This design comes from an exercise in tuning for small area and a short achievable clock period on the open sky130 flow, not from production work. The RTL was checked by simulation tests, not by an equivalence proof against the original design. Power is estimated from default activity; no workload was simulated.

==> design/flow/design.v <==
`default_nettype none
module sp_ram_param_nor2 (
    input  logic a, b,
    output logic y
);
    assign y = ~(a | b);
endmodule
module sp_ram_param_aoi22 (
    input  logic a0, d0, a1, d1,
    output logic y
);
    assign y = ~((a0 & d0) | (a1 & d1));
endmodule
module sp_ram_param_nand4 (
    input  logic a, b, c, d,
    output logic y
);
    assign y = ~(a & b & c & d);
endmodule
module sp_ram_param_nand2 (
    input  logic a, b,
    output logic y
);
    assign y = ~(a & b);
endmodule
module sp_ram_param_nor4 (
    input  logic a, b, c, d,
    output logic y
);
    assign y = ~(a | b | c | d);
endmodule
module sp_ram_param_dnext (
    input  logic d, acc, q,
    output logic y
);
    assign y = acc ? d : q;
endmodule
module sp_ram_param_pdec (
    input  logic [3:0]  a,
    input  logic        en,
    output logic [15:0] yn
);
    always_comb begin
        for (int j = 0; j < 16; j++)
            yn[j] = ~(en & (a == 4'(j)));
    end
endmodule
module sp_ram_param_wdec (
    input  logic [3:0]  a,
    input  logic [3:0]  c,
    input  logic        busy,
    input  logic        en,
    output logic [15:0] yn
);
    always_comb begin
        for (int j = 0; j < 16; j++)
            yn[j] = ~(en & ((busy ? c : a) == 4'(j)));
    end
endmodule
module sp_ram_param #(
    parameter int DATA_W       = 16,
    parameter int BYTE_W       = 8,
    parameter int ADDR_W       = 8,
    parameter int DEPTH        = 256,
    parameter int RW_MODE      = 0,
    parameter int CLEAR_ON_RST = 1
) (
    input  logic                       clk,
    input  logic                       rst,
    input  logic                       ce,
    input  logic                       we,
    input  logic [DATA_W/BYTE_W-1:0]   be,
    input  logic [ADDR_W-1:0]          addr,
    input  logic [DATA_W-1:0]          din,
    output logic [DATA_W-1:0]          dout,
    output logic                       rd_valid,
    output logic                       busy,
    output logic                       err
);
    localparam int NB = DATA_W / BYTE_W;
    logic [7:0]         r_clr_ptr;
    logic               r_busy;
    logic [1:0]         r_rdn [DATA_W];
    logic               r_rd_valid;
    logic               r_err;
    logic [DATA_W-1:0]  r_mem [DEPTH];
    logic               w_accept;
    logic [NB-1:0]      w_lane_go;
    logic [DATA_W-1:0]  w_wdata;
    assign w_accept = ce & ~r_busy;
    assign w_wdata    = r_busy ? '0 : din;
    logic [15:0] w_wlo_n;
    logic [15:0] w_whi_n [NB];
    logic [NB-1:0] w_wen [DEPTH];
    sp_ram_param_wdec u_wlo (.a(addr[3:0]), .c(r_clr_ptr[3:0]), .busy(r_busy), .en(1'b1), .yn(w_wlo_n));
    generate
        for (genvar l = 0; l < NB; l++) begin : g_lane
            assign w_lane_go[l] = r_busy | (ce & we & be[l]);
            sp_ram_param_wdec u_whi (.a(addr[7:4]), .c(r_clr_ptr[7:4]), .busy(r_busy), .en(w_lane_go[l]), .yn(w_whi_n[l]));
        end
    endgenerate
    generate
        for (genvar w = 0; w < DEPTH; w++) begin : g_word
            for (genvar l = 0; l < NB; l++) begin : g_wl
                sp_ram_param_nor2 u_wen (.a(w_wlo_n[w % 16]), .b(w_whi_n[l][w / 16]), .y(w_wen[w][l]));
                always_ff @(posedge clk) begin
                    if (w_wen[w][l])
                        r_mem[w][l*BYTE_W +: BYTE_W] <= w_wdata[l*BYTE_W +: BYTE_W];
                end
            end
        end
    endgenerate
    logic [15:0]      w_rlo_n, w_rhi_n;
    logic [DEPTH-1:0] w_rsel;
    sp_ram_param_pdec u_rlo (.a(addr[3:0]), .en(1'b1),     .yn(w_rlo_n));
    sp_ram_param_pdec u_rhi (.a(addr[7:4]), .en(1'b1),     .yn(w_rhi_n));
    generate
        for (genvar w = 0; w < DEPTH; w++) begin : g_rsel
            sp_ram_param_nor2 u_rsel (.a(w_rlo_n[w % 16]), .b(w_rhi_n[w / 16]), .y(w_rsel[w]));
        end
    endgenerate
    logic [1:0]        w_rdn_next [DATA_W];
    generate
        for (genvar b = 0; b < DATA_W; b++) begin : g_bit
            logic [127:0] t1;    
            logic [31:0]  t2;    
            logic [15:0]  t3;    
            logic [7:0]   t4;    
            logic [1:0]   t5;    
            for (genvar k = 0; k < 128; k++) begin : g_t1
                sp_ram_param_aoi22 u (.a0(w_rsel[2*k]),   .d0(r_mem[2*k][b]),
                                      .a1(w_rsel[2*k+1]), .d1(r_mem[2*k+1][b]), .y(t1[k]));
            end
            for (genvar k = 0; k < 32; k++) begin : g_t2
                sp_ram_param_nand4 u (.a(t1[4*k]), .b(t1[4*k+1]), .c(t1[4*k+2]), .d(t1[4*k+3]), .y(t2[k]));
            end
            for (genvar k = 0; k < 16; k++) begin : g_t3
                sp_ram_param_nor2 u (.a(t2[2*k]), .b(t2[2*k+1]), .y(t3[k]));
            end
            for (genvar k = 0; k < 8; k++) begin : g_t4
                sp_ram_param_nand2 u (.a(t3[2*k]), .b(t3[2*k+1]), .y(t4[k]));
            end
            for (genvar k = 0; k < 2; k++) begin : g_t5
                sp_ram_param_nor4 u (.a(t4[4*k]), .b(t4[4*k+1]), .c(t4[4*k+2]), .d(t4[4*k+3]), .y(t5[k]));
                sp_ram_param_dnext u_dn (.d(t5[k]), .acc(w_accept), .q(r_rdn[b][k]), .y(w_rdn_next[b][k]));
            end
            sp_ram_param_nand2 u_out (.a(r_rdn[b][0]), .b(r_rdn[b][1]), .y(dout[b]));
        end
    endgenerate
    always_ff @(posedge clk or posedge rst) begin
        if (rst) begin
            r_clr_ptr  <= '0;
            r_busy     <= 1'b1;
            for (int b = 0; b < DATA_W; b++)
                r_rdn[b] <= 2'b11;
            r_rd_valid <= 1'b0;
            r_err      <= 1'b0;
        end else begin
            r_rd_valid <= w_accept;
            r_err      <= ce & r_busy;
            for (int b = 0; b < DATA_W; b++)
                r_rdn[b] <= w_rdn_next[b];
            if (r_busy) begin
                r_clr_ptr <= r_clr_ptr + 1'b1;
                if (&r_clr_ptr)
                    r_busy <= 1'b0;
            end
        end
    end
    assign rd_valid = r_rd_valid;
    assign busy     = r_busy;
    assign err      = r_err;
endmodule
`default_nettype wire
==> design/flow/flow/run.sh <==
#!/bin/bash
# Own layout flow: the standard flow with the synthesized netlist's cells
# first set to their smallest drive strength, port buffers of a plain
# buffer cell, and timing repair aimed at a setup margin below the clock
# period.
set -euo pipefail
cd "$(dirname "$0")/.."
MARGIN=$(cat flow/margin.txt)
bash standard.sh POST_SYNTH_TCL="$PWD/flow/post_synth.tcl" SETUP_SLACK_MARGIN="$MARGIN" \
  "BUFFER_PORTS_ARGS=-buffer_cell sky130_fd_sc_hd__buf_4" finish > flow_make.log 2>&1
==> design/flow/flow/margin.txt <==
6.4
==> design/flow/flow/post_synth.tcl <==
# Start the combinational cells at their smallest drive strength; the timing
# repair later upsizes the ones on critical paths.
set n 0
foreach inst [get_cells *] {
  set master [get_property [get_lib_cells -of_objects $inst] name]
  if {[regexp {^sky130_fd_sc_hd__(a2|a3|a4|o2|o3|o4|nand|nor|and|or|xor|xnor|mux|inv)([a-z0-9]*)_([0-9]+)$} $master -> p1 p2 sz]} {
    if {$sz > 1} {
      set small "sky130_fd_sc_hd__${p1}${p2}_1"
      if {[llength [get_lib_cells */$small]] > 0} {
        replace_cell $inst $small
        incr n
      }
    }
  }
}
puts "post_synth: downsized $n cells"
==> design/flow/standard.sh <==
#!/bin/bash
# synth_recipe.tcl (not shown) runs the flow's synth.tcl, then flattens the netlist and writes it again
# the make line also repeats each setting of config.mk as NAME=value (left out here)
make -C /OpenROAD-flow-scripts/flow DESIGN_CONFIG=/design/flow/config.mk WORK_HOME=/design/flow/orfs CLKGATE_MAP_FILE= SYNTH_SCRIPT=/design/flow/synth_recipe.tcl "${@:-finish}"
==> design/flow/config.mk <==
export PLATFORM = sky130hd
export DESIGN_NAME = sp_ram_param
export DESIGN_NICKNAME = sp_ram_param
export VERILOG_FILES = /design/flow/design.v
export SDC_FILE = /design/flow/constraint.sdc
export NUM_CORES = 4
export LEC_CHECK = 0
export CAP_MARGIN = 20
export CORE_MARGIN = 2
export CORE_UTILIZATION = 60
export CTS_CLUSTER_DIAMETER = 80
export CTS_CLUSTER_SIZE = 25
export SLEW_MARGIN = 20
export SYNTH_HIERARCHICAL = 1
export TNS_END_PERCENT = 0
==> design/flow/constraint.sdc <==
create_clock -name core_clock -period 10.0 [get_ports {clk}]
set_input_delay 2.0000 -clock core_clock [delete_from_list [all_inputs] [get_ports {clk}]]
set_output_delay 2.0000 -clock core_clock [all_outputs]
set_load 0.01 [all_outputs]
==> flow_summary.toml, run 1 <==
[status]
outcome = "finished clean"

[placement]
dp.final_hpwl_um = 274000
portBuffers = 48
post-place-ws_ns = 3.91
place_congestion = 0.977

[yosys]
syn_inst = 8121
synth_area_um2 = 149000
syn_avg_cell_area_um2 = 18.3
ys_warn_count = 16

[cells_and_area]
drive_gt1_share_pct = 13.9
n_fill_cell = 16400
syn2layout_area_growth_pct = 11.2
regArea_um2 = 124000
multi_input_area_um2 = 28100
nNetsFinal = 8764

[worst_hold_path]
hold_class = "flop to flop"

[floorplanning]
core_um2 = 246000
num_io_pins = 49
fp.dieH_um = 502
die_area_um2 = 252000
die_x_um = 502
start_util_pct = 60.4
rows = 182

[routing]
ant_nets = 0
drc = 0
drtPass1Iterations = 9
routed_wl_um = 437000
wl_per_cell_um = 36.1
drtIter0Drc = 13700
via_count = 85400
drt-vias-per-instance = 7.05

[clock_network]
path_clk_slew_ns = 0.10
cts_tree = "done"
htree_levels = 4
cts-root-buf = "clkbuf_16"
clock_path_buffers = 3
cts.sinks = 4139
numCtsBuffers = 187
clock_latency_ns = 0.89

[timing]
maxSlewViolCount = 0
tightestPinTransition_ns = 1.46
relSlewSlack_pct = 2.80
finalHoldViolations = 0
rsz0062_at_grt = "yes"
setup_viol = 0
fin_crit_sh_pct = 39.8
finalSetupTns_ns = 0
fin_worst_skew_ns = 0.0302
fin_ws_ns = 6.02
fmax_mhz = 251
fin_crit_ns = 3.98

[worst_setup_path]
crit_path_cell_trace = "buf_4, and3b_2, nand3_4, buf_8, nor2_1, buf_4, a22oi_1, nand4_1, nor2_1, nand2_1, nor4_1, mux2_1"
slowest_stage = "nor2_1"
path_class = "primary input to flop"
crit_required_ns = 10.84
slowest_delay_ns = 0.50
worstPathMaxFanout = 16
worstSetupStartpointType = "primary input"
arrival_ns = 4.82
critPathCaptureType = "flop"

[power_and_ir_drop]
power_uw = 28400
p_int_uw = 22800
swShare_pct = 19.9
clockPowerShare_pct = 30.5
vdd_drop_max_mv = 0.191
power_frac_comb_pct = 2.3
p_leak_uw = 0.0490
cellPowerDensity_nw_per_um2 = 172
power.switching_uw = 5650
p_seq_share_pct = 67.1

[grt]
grt_pass1_vias = 80800
grt_max_degree = 194
grt_pass1_wl_um = 608000
grt-ovfl-total = 0
antenna_found_initial = 19
globalRouteTotalUtil_pct = 34.4

[job]
max_cap_violations = 0
==> path summary, 6_finish.rpt <==
| check | slack, ns | startpoint | depth (start not counted) | end |
|---|---|---|---|---|
| min | 0.60 | r_clr_ptr[0] | 1 | r_clr_ptr[0] |
| min in group asynchronous | 1.12 | rst | 2 | r_err |
| max reg2reg | 6.46 | r_busy | 5 | r_mem[117][11] |
| max | 6.02 | addr[2] | 12 | r_rdn[10][0] |
| max in group asynchronous | 7.92 | rst | 3 | r_rdn[11][1] |
| min reg2reg | 0.60 | r_clr_ptr[0] | 1 | r_clr_ptr[0] |
==> layer usage <==
metal,wire length [um],vias up,track usage (%)
met3,47600,732,7.29
met1,167000,44200,48.8
met5,34,-,0
met4,20100,6,14.4
met2,203000,4948,52.5
li1,-,35500,-
==> cell usage in the layout (no fill, tap or decap), types with 12 or more instances in the layout <==
cell,count
edfxtp_1,4096
a22oi_1,2027
nor2_1,669
nand4_1,516
buf_4,327
nor2_2,199
clkbuf_16,195
nor2_4,160
nand2_1,90
buf_12,50
clkbuf_1,38
mux2_1,33
nand2_4,33
nand2_2,32
dfstp_2,31
o22ai_4,24
a22oi_2,21
buf_6,20
nor2b_4,17
nor4_1,17
o22ai_2,17
conb_1,16
nand2_8,15
nor4_2,12
==> through the flow <==
stage	area [um^2]	utilization, %	hold WS (ns)	std cells
global route	166000	67.2	0.608	12100
finish	166000	67.2	0.604	12100
CTS	164000	66.7	0.586	12100
detailed placement	156000	63.4	0.574	11700
global placement	156000	63.3	0.551	11700
floorplan	149000	-	0.516	8136
==> power by group through the flow <==
stage                     Combinational, uW  Clock (uW)  Sequential, uW
after floorplan                         204           0           19500
after global placement                  574           0           19500
after detailed placement                592           0           19500
after CTS                               638        8750           19100
after global routing                    677        9310           19100
final                                   666        8690           19100
==> worst max-delay path, delay by kind of cell <==
| family | cells | cell delay (ns) |
|---|---|---|
| buffers and inverters | 3 | 0.58 |
| and+or+nand+nor | 7 | 1.80 |
| AOI/OAI and AO/OA | 1 | 0.24 |
| muxes | 1 | 0.17 |
==> repair_timing <==
item	4_1_cts	5_1_grt
gates resized for setup	505	207
hold endpoints to repair	0	0
hold buffers	0	0
setup endpoints to repair	3964	3710
pin swaps	28	52
cloned	0	2
setup buffers	66	45
==> flip-flops by register name (all words and copies together) (netlist names) <==
name        count
r_mem        4096
r_rdn          32
r_clr_ptr       8
r_busy          1
r_err           1
r_rd_valid      1
==> final cells by class <==
type	count	area share (%)
Antenna cell	5	0.00755
Clock buffer	233	3.02
Clock inverter	26	0.160
Inverter	1	0.00227
Multi-Input combinational cell	3990	16.9
Sequential cell	4139	74.9
Tap cell	3312	2.50
Timing Repair Buffer	414	2.43
==> run 2, diff against run 1 <==
--- a/design/flow/config.mk
+++ b/design/flow/config.mk
@@ -8,8 +8,7 @@
 export CAP_MARGIN = 20
 export CORE_MARGIN = 2
-export CORE_UTILIZATION = 60
+export CORE_UTILIZATION = 68
 export CTS_CLUSTER_DIAMETER = 80
 export CTS_CLUSTER_SIZE = 25
 export SLEW_MARGIN = 20
 export SYNTH_HIERARCHICAL = 1
-export TNS_END_PERCENT = 0
==> flow_summary.toml, run 2 <==
[status]
outcome = "finished clean"

[routing]
routed_wl_um = 448000
drt-vias-per-instance = 7.43
ant_nets = 0
via_count = 90000
drc = 0
drtPass1Iterations = 6
wl_per_cell_um = 37.0
drtIter0Drc = 15100

[power_and_ir_drop]
p_leak_uw = 0.0523
p_seq_share_pct = 67.0
power.switching_uw = 5640
p_int_uw = 22900
clockPowerShare_pct = 30.4
power_frac_comb_pct = 2.7
vdd_drop_max_mv = 0.200
cellPowerDensity_nw_per_um2 = 163
swShare_pct = 19.8

[placement]
dp.final_hpwl_um = 265000
place_congestion = 0.924
post-place-ws_ns = 4.06
portBuffers = 48

[cells_and_area]
regMostFlops = "r_mem"
top_regs = "r_mem (4096), r_rdn (32), r_clr_ptr (8)"
drive_gt1_share_pct = 25.9
most-common-layout-cells = "edfxtp_1, a22oi_1, buf_4"
nNetsFinal = 9202
final_common_cell = "edfxtp_1"
syn2layout_area_growth_pct = 17.6
largest_reg_flops = 4096

[timing]
tightestPinTransition_ns = 1.41
relSlewSlack_pct = 6.27
fin_crit_ns = 3.94
fin_ws_ns = 6.06
maxSlewViolCount = 0
finalSetupTns_ns = 0
finalHoldViolations = 0
fin_crit_sh_pct = 39.4
setup_viol = 0
rsz0062_at_grt = "yes"
fmax_mhz = 253
fin_worst_skew_ns = 0.0366

[clock_network]
holdBufCountCts = 0
numCtsBuffers = 185
htree_levels = 4
cts.sinks = 4139
clock_latency_ns = 0.88
cts_tree = "done"
path_clk_slew_ns = 0.10
cts-root-buf = "clkbuf_16"
clock_path_buffers = 3

[floorplanning]
die_x_um = 472
start_util_pct = 68.5
fp.dieH_um = 472
core_um2 = 217000
rows = 171
num_io_pins = 49
die_area_um2 = 223000

[worst_setup_path]
worstRegToRegCells = 7
arrival_ns = 4.76
crit_path_cell_trace = "buf_12, and3b_4, buf_6, nand2_8, buf_16, buf_12, nor2_4, buf_12, buf_4, a22oi_2, nand4_1, nor2_4, nand2_2, nor4_2, mux2_4"
crit_required_ns = 10.82
slowest_delay_ns = 0.36
worstSetupStartpointType = "primary input"
cp.depth = 15
timing.critical_path.mode_cell = "buf_12"
worstPathMaxFanout = 8
path_class = "primary input to flop"
crit_buf_inv = 6
crit_family = "simple AND/OR/NAND/NOR gates"
critPathCaptureType = "flop"
slowest_stage = "nor2_4"

[yosys]
syn_avg_cell_area_um2 = 18.3
syn_inst = 8121
synth_area_um2 = 149000
ys_warn_count = 16

[grt]
grt_pass1_wl_um = 613000
grt_max_degree = 198
antenna_found_initial = 10
grt_pass1_vias = 83700
globalRouteTotalUtil_pct = 39.2
grt-ovfl-total = 0

[worst_hold_path]
holdPathStages = 1
hold_class = "flop to flop"

[job]
max_cap_violations = 0
==> run 2: worst paths after layout <==
kind                                    from             to  slack [ns]
min in group asynchronous                rst   r_clr_ptr[6]        1.46
worst max register to register        r_busy  r_mem[226][9]        6.37
worst min-delay path            r_clr_ptr[0]   r_clr_ptr[0]        0.60
worst min register to register  r_clr_ptr[0]   r_clr_ptr[0]        0.60
max in group asynchronous                rst     r_rd_valid        7.91
worst max-delay path                 addr[0]    r_rdn[8][1]        6.06
==> run 2: cell type report <==
cell class                 count  area [um^2]
timing repair buffer         841         9650
tap                         2854         3570
fill                       10900        42300
inverter                       1         3.75
antenna                        6         15.0
clock buffer                 252         5010
clock inverter                18          258
multi-input combinational   4003        32500
sequential                  4139       124000
==> run 2: power by group through the flow <==
stage	logic (uW)	registers [uW]	clock network (uW)
after global routing	769	19100	9210
after global placement	569	19500	0
after floorplan	233	19500	0
final	766	19100	8650
after detailed placement	590	19500	0
after CTS	679	19100	8640
==> run 2: stage by stage <==
step | hold WS [ns] | power, uW | util, % | instance area (um^2) | instances
floorplan | 0.516 | 19700 | - | 152000 | 8136
global placement | 0.546 | 20000 | 72.5 | 158000 | 11200
detailed placement | 0.566 | 20100 | 72.6 | 158000 | 11200
CTS | 0.579 | 28400 | 78.6 | 171000 | 11900
global route | 0.627 | 29100 | 80.5 | 175000 | 12100
finish | 0.601 | 28500 | 80.5 | 175000 | 12100
==> run 2: layer usage <==
layer / wire length, um / GRT usage, %
met3: 60100 / 8.28
met5: 27 / 0
met4: 28400 / 19.6
met1: 154000 / 55.3
met2: 205000 / 59.3
==> run 2: what timing repair did <==
item / 4_1_cts / 5_1_grt
setup endpoints to repair: 2867 / 702
hold endpoints to repair: 0 / 0
gates resized for setup: 742 / 458
cloned: 15 / 20
pin swaps: 250 / 308
buffers inserted: 387 / 197
==> run 3, diff against run 2 <==
--- a/design/flow/design.v
+++ b/design/flow/design.v
@@ -48,5 +48,4 @@
 module sp_ram_param_wdec (
     input  logic [3:0]  a,
-    input  logic [3:0]  c,
     input  logic        busy,
     input  logic        en,
@@ -55,5 +54,5 @@
     always_comb begin
         for (int j = 0; j < 16; j++)
-            yn[j] = ~(en & ((busy ? c : a) == 4'(j)));
+            yn[j] = ~(en & (busy | (a == 4'(j))));
     end
 endmodule
@@ -93,9 +92,9 @@
     logic [15:0] w_whi_n [NB];
     logic [NB-1:0] w_wen [DEPTH];
-    sp_ram_param_wdec u_wlo (.a(addr[3:0]), .c(r_clr_ptr[3:0]), .busy(r_busy), .en(1'b1), .yn(w_wlo_n));
+    sp_ram_param_wdec u_wlo (.a(addr[3:0]), .busy(r_busy), .en(1'b1), .yn(w_wlo_n));
     generate
         for (genvar l = 0; l < NB; l++) begin : g_lane
             assign w_lane_go[l] = r_busy | (ce & we & be[l]);
-            sp_ram_param_wdec u_whi (.a(addr[7:4]), .c(r_clr_ptr[7:4]), .busy(r_busy), .en(w_lane_go[l]), .yn(w_whi_n[l]));
+            sp_ram_param_wdec u_whi (.a(addr[7:4]), .busy(r_busy), .en(w_lane_go[l]), .yn(w_whi_n[l]));
         end
     endgenerate
--- a/design/flow/config.mk
+++ b/design/flow/config.mk
@@ -8,5 +8,5 @@
 export CAP_MARGIN = 20
 export CORE_MARGIN = 2
-export CORE_UTILIZATION = 68
+export CORE_UTILIZATION = 60
 export CTS_CLUSTER_DIAMETER = 80
 export CTS_CLUSTER_SIZE = 25
==> flow_summary.toml, run 3 <==
[status]
outcome = "finished clean"

[timing]
fin_crit_sh_pct = 39.3
finalHoldViolations = 0
fin_ws_ns = 6.07
tightestPinTransition_ns = 1.45
relSlewSlack_pct = 3.26
fin_crit_ns = 3.93
fmax_mhz = 254
whs_ns = 0.485
finalSetupTns_ns = 0
rsz0062_at_grt = "yes"
maxSlewViolCount = 0
fin_worst_skew_ns = 0.0292
setup_viol = 0

[placement]
dpl_cell_area_um2 = 157000
post-place-ws_ns = 3.78
place_congestion = 0.890
placed_cells = 11700
dp.final_hpwl_um = 278000
portBuffers = 48

[worst_setup_path]
r2r-start = "r_busy"
reg2reg_slack_ns = 6.46
startpoint = "r_rdn[10][0]"
worstPathMaxFanout = 2
worstSetupStartpointType = "flop"
arrival_ns = 1.93
path_class = "flop to primary output"
critPathCaptureType = "primary output"
crit_required_ns = 8.00

[cells_and_area]
final_common_cell = "edfxtp_1"
drive_gt1_share_pct = 24.3
nNetsFinal = 9170
multi_input_area_um2 = 31300
n_fill_cell = 15500
stdcell_count = 12600
regArea_um2 = 124000
regMostFlops = "r_mem"
largest_reg_flops = 4096
syn2layout_area_growth_pct = 17.3
finalInstanceArea_um2 = 175000
most-common-layout-cells = "edfxtp_1, a22oi_1, nand4_1"
top_regs = "r_mem (4096), r_rdn (32), r_clr_ptr (8)"

[grt]
grt_max_degree = 195
antenna_found_initial = 8
grt-ovfl-total = 0
globalRouteTotalUtil_pct = 35.4
grt_pass1_vias = 82900
grt_pass1_wl_um = 625000

[power_and_ir_drop]
vdd_drop_max_mv = 0.200
cellPowerDensity_nw_per_um2 = 164
clockPowerShare_pct = 30.8
p_int_uw = 23000
swShare_pct = 20.1
power_frac_comb_pct = 2.8
power.switching_uw = 5780
p_leak_uw = 0.0523
p_seq_share_pct = 66.4

[clock_network]
htree_levels = 4
clock_path_buffers = 3
path_clk_slew_ns = 0.10
cts-root-buf = "clkbuf_16"
cts.sinks = 4139
clock_latency_ns = 0.88
numCtsBuffers = 187
cts_tree = "done"

[floorplanning]
num_io_pins = 49
start_util_pct = 60.5
rows = 182
core_um2 = 246000
die_area_um2 = 252000
die_x_um = 502
fp.dieH_um = 502

[routing]
routed_wl_um = 460000
wl_per_cell_um = 36.6
drtPass1Iterations = 9
drc = 0
drt-vias-per-instance = 7.03
drtIter0Drc = 13800
ant_nets = 0
via_count = 88400

[worst_hold_path]
worstHoldStart = "r_clr_ptr[7]"
hold_class = "flop to flop"

[yosys]
ys_warn_count = 16
syn_avg_cell_area_um2 = 18.3
synth_area_um2 = 149000
syn_inst = 8136

[job]
max_cap_violations = 0
-- run 3: worst max-delay path: stages, from the launching register on --
cell and delay (ns):
dfstp_2 0.71, nand2_4 0.18, buf_6 0.16
-- run 3: area by class of cell --
class,count,share of cell area (%)
sequential,4139,71.0
multi-input combinational,4013,17.9
timing repair buffer,797,5.58
clock buffer,275,2.99
tap,3312,2.37
clock inverter,27,0.142
antenna,4,0.00572
inverter,1,0.00215
-- run 3: what timing repair did --
action / CTS / global route
gates resized for setup: 862 / 419
buffers inserted: 317 / 197
pin swaps: 265 / 397
endpoints found under the setup margin: 2558 / 114
hold buffers: 0 / 0
endpoints found under the hold margin: 0 / 0
cloned: 24 / 29
-- run 3: power by group through the flow --
stage               Combinational [uW]  Clock (uW)  Sequential (uW)
floorplan                          230           0            19500
global placement                   585           0            19500
detailed placement                 603           0            19500
CTS                                715        8900            19100
global route                       809        9470            19100
finish                             801        8850            19100
-- run 3: per-stage QoR --
stage          util (%)  power, uW
2_1_floorplan         -      19700
3_3_place_gp       63.6      20100
3_5_place_dp       63.7      20100
4_1_cts            69.0      28700
5_1_grt            71.0      29400
6_report           71.0      28700
-- run 3: routing by layer --
metal  GRT usage [%]  wire (um)
met5               0         15
met2            55.1     216000
met4            17.6      28100
met1            49.6     170000
met3            5.47      45400
-- run 3: final timing paths --
| check | cells after the start | to |
|---|---|---|
| max | 2 | dout[10] |
| min | 1 | r_clr_ptr[7] |
| max reg2reg | 5 | r_mem[77][8] |
| min reg2reg | 1 | r_clr_ptr[7] |
| max in group asynchronous | 3 | r_err |
| min in group asynchronous | 3 | r_rd_valid |
==> run 4, diff against run 3 <==
--- a/design/flow/design.v
+++ b/design/flow/design.v
@@ -24,15 +24,9 @@
     assign y = ~(a & b);
 endmodule
-module sp_ram_param_nor4 (
-    input  logic a, b, c, d,
+module sp_ram_param_dnext (
+    input  logic yn, acc, q,
     output logic y
 );
-    assign y = ~(a | b | c | d);
-endmodule
-module sp_ram_param_dnext (
-    input  logic d, acc, q,
-    output logic y
-);
-    assign y = acc ? d : q;
+    assign y = acc ? ~yn : q;
 endmodule
 module sp_ram_param_pdec (
@@ -48,4 +42,5 @@
 module sp_ram_param_wdec (
     input  logic [3:0]  a,
+    input  logic [3:0]  c,
     input  logic        busy,
     input  logic        en,
@@ -54,5 +49,5 @@
     always_comb begin
         for (int j = 0; j < 16; j++)
-            yn[j] = ~(en & (busy | (a == 4'(j))));
+            yn[j] = ~(en & ((busy ? c : a) == 4'(j)));
     end
 endmodule
@@ -80,5 +75,5 @@
     logic [7:0]         r_clr_ptr;
     logic               r_busy;
-    logic [1:0]         r_rdn [DATA_W];
+    logic [DATA_W-1:0]  r_dout;
     logic               r_rd_valid;
     logic               r_err;
@@ -92,9 +87,9 @@
     logic [15:0] w_whi_n [NB];
     logic [NB-1:0] w_wen [DEPTH];
-    sp_ram_param_wdec u_wlo (.a(addr[3:0]), .busy(r_busy), .en(1'b1), .yn(w_wlo_n));
+    sp_ram_param_wdec u_wlo (.a(addr[3:0]), .c(r_clr_ptr[3:0]), .busy(r_busy), .en(1'b1), .yn(w_wlo_n));
     generate
         for (genvar l = 0; l < NB; l++) begin : g_lane
             assign w_lane_go[l] = r_busy | (ce & we & be[l]);
-            sp_ram_param_wdec u_whi (.a(addr[7:4]), .busy(r_busy), .en(w_lane_go[l]), .yn(w_whi_n[l]));
+            sp_ram_param_wdec u_whi (.a(addr[7:4]), .c(r_clr_ptr[7:4]), .busy(r_busy), .en(w_lane_go[l]), .yn(w_whi_n[l]));
         end
     endgenerate
@@ -119,5 +114,5 @@
         end
     endgenerate
-    logic [1:0]        w_rdn_next [DATA_W];
+    logic [DATA_W-1:0] w_dnext;
     generate
         for (genvar b = 0; b < DATA_W; b++) begin : g_bit
@@ -126,5 +121,7 @@
             logic [15:0]  t3;    
             logic [7:0]   t4;    
-            logic [1:0]   t5;    
+            logic [3:0]   t5;    
+            logic [1:0]   t6;    
+            logic         t7;    
             for (genvar k = 0; k < 128; k++) begin : g_t1
                 sp_ram_param_aoi22 u (.a0(w_rsel[2*k]),   .d0(r_mem[2*k][b]),
@@ -140,9 +137,12 @@
                 sp_ram_param_nand2 u (.a(t3[2*k]), .b(t3[2*k+1]), .y(t4[k]));
             end
-            for (genvar k = 0; k < 2; k++) begin : g_t5
-                sp_ram_param_nor4 u (.a(t4[4*k]), .b(t4[4*k+1]), .c(t4[4*k+2]), .d(t4[4*k+3]), .y(t5[k]));
-                sp_ram_param_dnext u_dn (.d(t5[k]), .acc(w_accept), .q(r_rdn[b][k]), .y(w_rdn_next[b][k]));
+            for (genvar k = 0; k < 4; k++) begin : g_t5
+                sp_ram_param_nor2 u (.a(t4[2*k]), .b(t4[2*k+1]), .y(t5[k]));
             end
-            sp_ram_param_nand2 u_out (.a(r_rdn[b][0]), .b(r_rdn[b][1]), .y(dout[b]));
+            for (genvar k = 0; k < 2; k++) begin : g_t6
+                sp_ram_param_nand2 u (.a(t5[2*k]), .b(t5[2*k+1]), .y(t6[k]));
+            end
+            sp_ram_param_nor2 u_t7 (.a(t6[0]), .b(t6[1]), .y(t7));
+            sp_ram_param_dnext u_dn (.yn(t7), .acc(w_accept), .q(r_dout[b]), .y(w_dnext[b]));
         end
     endgenerate
@@ -151,6 +151,5 @@
             r_clr_ptr  <= '0;
             r_busy     <= 1'b1;
-            for (int b = 0; b < DATA_W; b++)
-                r_rdn[b] <= 2'b11;
+            r_dout     <= '0;
             r_rd_valid <= 1'b0;
             r_err      <= 1'b0;
@@ -158,6 +157,5 @@
             r_rd_valid <= w_accept;
             r_err      <= ce & r_busy;
-            for (int b = 0; b < DATA_W; b++)
-                r_rdn[b] <= w_rdn_next[b];
+            r_dout     <= w_dnext;
             if (r_busy) begin
                 r_clr_ptr <= r_clr_ptr + 1'b1;
@@ -167,4 +165,5 @@
         end
     end
+    assign dout     = r_dout;
     assign rd_valid = r_rd_valid;
     assign busy     = r_busy;
--- a/design/flow/flow/post_synth.tcl
+++ b/design/flow/flow/post_synth.tcl
@@ -15,2 +15,44 @@
 }
 puts "post_synth: downsized $n cells"
+
+# Read word lines (gates driving the AND-OR leaves) and the predecode gates
+# feeding them start strong, so the repair need not build buffer chains.
+proc up_to {inst sz} {
+  set m [[$inst getMaster] getName]
+  if {[regexp {^(sky130_fd_sc_hd__[a-z0-9]+)_[0-9]+$} $m -> base]} {
+    set new "${base}_$sz"
+    if {[llength [get_lib_cells */$new]] > 0} { replace_cell [$inst getName] $new; return 1 }
+  }
+  return 0
+}
+proc drives {inst pat} {
+  set n 0
+  foreach it [$inst getITerms] {
+    if {![$it isOutputSignal]} continue
+    set net [$it getNet]
+    if {$net == "NULL"} continue
+    foreach l [$net getITerms] {
+      if {[$l isInputSignal] && [string match $pat [[[$l getInst] getMaster] getName]]} { incr n }
+    }
+  }
+  return $n
+}
+set wl {}
+foreach inst [[ord::get_db_block] getInsts] {
+  if {[drives $inst *a22oi*] >= 8} { lappend wl $inst }
+}
+set nw 0; set np 0
+foreach inst $wl { incr nw [up_to $inst 4] }
+set wln [dict create]
+foreach inst $wl { dict set wln [$inst getName] 1 }
+foreach inst [[ord::get_db_block] getInsts] {
+  set k 0
+  foreach it [$inst getITerms] {
+    if {![$it isOutputSignal]} continue
+    set net [$it getNet]
+    if {$net == "NULL"} continue
+    foreach l [$net getITerms] { if {[$l isInputSignal] && [dict exists $wln [[$l getInst] getName]]} { incr k } }
+  }
+  if {$k >= 8} { incr np [up_to $inst 4] }
+}
+puts "post_synth: upsized $nw word-line drivers and $np predecode drivers"
==> flow_summary.toml, run 4 <==
[floorplanning]
die_area_um2 = 255000
fp.dieH_um = 505
num_io_pins = 49
die_x_um = 505
rows = 184
start_util_pct = 60.2
core_um2 = 250000

[worst_setup_path]
worstPathMaxFanout = 8
crit_family = "simple AND/OR/NAND/NOR gates"
slowest_delay_ns = 0.29
arrival_ns = 4.60
critPathCaptureType = "flop"
worstSetupStartpointType = "primary input"
crit_path_cell_trace = "buf_12, and3b_4, nand3_4, buf_12, buf_16, buf_12, nor2_4, buf_4, a22oi_2, nand4_1, nor2_4, nand2_4, nor2_4, nand2_2, nor2_2, mux2i_1"
path_class = "primary input to flop"
cp.depth = 16
worstRegToRegCells = 7
crit_required_ns = 10.75
slowest_stage = "nand4_1"
crit_buf_inv = 5

[timing]
relSlewSlack_pct = 11.0
setup_viol = 0
tightestPinTransition_ns = 1.34
maxSlewViolCount = 0
fin_crit_ns = 3.85
whs_ns = 0.528
finalHoldViolations = 0
rsz0062_at_grt = "yes"
fmax_mhz = 260
finalSetupTns_ns = 0
fin_worst_skew_ns = 0.0297
fin_crit_sh_pct = 38.5

[placement]
dp.final_hpwl_um = 275000
portBuffers = 48
place_congestion = 0.921
dpl_cell_area_um2 = 159000

[clock_network]
path_clk_slew_ns = 0.09
numCtsBuffers = 188
clock_latency_ns = 0.91
cts_tree = "done"
htree_levels = 4
holdBufCountCts = 0
clock_path_buffers = 3
cts.sinks = 4123
cts-root-buf = "clkbuf_16"

[routing]
drtIter0Drc = 13200
wl_per_cell_um = 36.5
drt-vias-per-instance = 7.02
routed_wl_um = 458000
drtPass1Iterations = 8
drc = 0
ant_nets = 0
via_count = 88000

[grt]
grt-ovfl-total = 0
grt_max_degree = 185
grt_pass1_vias = 83000
globalRouteTotalUtil_pct = 35.1
antenna_found_initial = 6
grt_pass1_wl_um = 629000

[power_and_ir_drop]
p_leak_uw = 0.0515
vdd_drop_max_mv = 0.173
cellPowerDensity_nw_per_um2 = 164
p_int_uw = 22800
swShare_pct = 20.2
power_frac_comb_pct = 2.7
clockPowerShare_pct = 30.8
power.switching_uw = 5780
p_seq_share_pct = 66.4

[worst_hold_path]
hold_class = "flop to flop"
holdPathStages = 2

[cells_and_area]
most-common-layout-cells = "edfxtp_1, a22oi_1, nor2_4"
regMostFlops = "r_mem"
top_regs = "r_mem (4096), r_dout (16), r_clr_ptr (8)"
largest_reg_flops = 4096
finalInstanceArea_um2 = 175000
nNetsFinal = 9147
syn2layout_area_growth_pct = 15.8
final_common_cell = "edfxtp_1"
drive_gt1_share_pct = 25.3

[yosys]
synth_area_um2 = 151000
ys_warn_count = 13
syn_avg_cell_area_um2 = 18.5
syn_inst = 8169

[job]
max_cap_violations = 0

[status]
outcome = "finished clean"
==> run 4: final cells by class <==
cell class / instances / area (um^2)
Fill cell: 16100 / 75900
Clock inverter: 25 / 325
Multi-Input combinational cell: 4077 / 32900
Clock buffer: 238 / 5060
Sequential cell: 4123 / 124000
Timing Repair Buffer: 709 / 8370
Antenna cell: 5 / 12.5
Inverter: 17 / 63.8
Tap cell: 3348 / 4190
==> run 4: power by group through the flow <==
| stage | clock (uW) | sequential [uW] | combinational, uW |
|---|---|---|---|
| after floorplan | 0 | 19400 | 251 |
| after global placement | 0 | 19400 | 617 |
| after detailed placement | 0 | 19400 | 631 |
| after CTS | 8880 | 19000 | 732 |
| after global routing | 9470 | 19000 | 796 |
| final | 8830 | 19000 | 783 |
==> run 4: worst reg2reg max path, cell delays in order (launching register included) <==
cell	delay, ns
dfstp_4	0.69
buf_16	0.14
buf_4	0.18
buf_4	0.26
a31o_4	0.25
nor4b_4	0.66
o22ai_4	0.45
nor2_2	0.58
==> run 4: worst paths after layout <==
check,from,end,slack [ns]
setup / recovery,addr[2],r_dout[10],6.15
hold / removal,r_dout[9],r_dout[9],0.53
setup reg to reg,r_busy,r_mem[76][12],6.42
hold reg to reg,r_dout[9],r_dout[9],0.53
max in group asynchronous,rst,r_dout[10],8.39
min in group asynchronous,rst,r_dout[2],1.19
==> run 4: per-stage QoR <==
stage,utilization (%),worst slack (ns),instances,total power (uW)
after floorplan,-,5.28,8184,19700
after global routing,69.7,6.16,12500,29300
after global placement,63.5,3.62,11700,20000
after detailed placement,63.5,3.69,11700,20000
final,69.7,6.15,12500,28600
after CTS,68.4,6.14,12300,28600
==> run 4: layer usage <==
layer  vias up  share of wire (%)  track usage, %
met1     45600                 37            49.5
met2      5273                 47            54.3
met4         4                5.6            15.9
met3       838                 10            6.06
met5         -             0.0050               0
li1      36300                  -               -
==> run 4: repair_timing <==
| action | CTS | global route |
|---|---|---|
| pin swaps | 267 | 320 |
| buffers inserted | 365 | 174 |
| setup endpoints to repair | 3466 | 259 |
| gates resized for setup | 608 | 314 |
| gates cloned | 26 | 21 |
| endpoints found under the hold margin | 0 | 0 |

re-timing with driven ports:
Ports are ideal in the flow. The routed layouts listed here were re-timed in OpenROAD.
Step 1 (the two cells are an assumption about what drives the block):
set clk [get_ports {clk}]
set_driving_cell -lib_cell sky130_fd_sc_hd__clkbuf_16 $clk
set_driving_cell -lib_cell sky130_fd_sc_hd__buf_2 [delete_from_list [all_inputs] $clk]
Step 2 moves the port delays by t, midway between the first and last clock arrival at a register: inputs arrive t later, outputs are due t later. That takes back most of the time a late clock gives input paths.
Three values: ideal ports, drivers, drivers and shift; two values: the first two.
| run | t (ns) | setup WS [ns] | worst setup path at the end | slew at the worst register clock pin (ns) |
|---|---|---|---|---|
| run 1 | 0.981 | 6.021 / 5.975 / 4.994 | input to register | 0.10 / 0.10 |
| run 2 | 0.957 | 6.055 / 5.977 / 5.032 | input to register | 0.11 / 0.11 |
| run 3 | 0.956 | 6.067 / 5.970 / 5.130 | input to register | 0.10 / 0.10 |
| run 4 | 0.984 | 6.150 / 6.072 / 5.088 | input to register | 0.10 / 0.10 |
After both steps setup and hold are still met in every run listed. For run 4, which loses most, drivers alone change the setup slack by -0.078 ns; drivers and shift together by -1.062 ns.
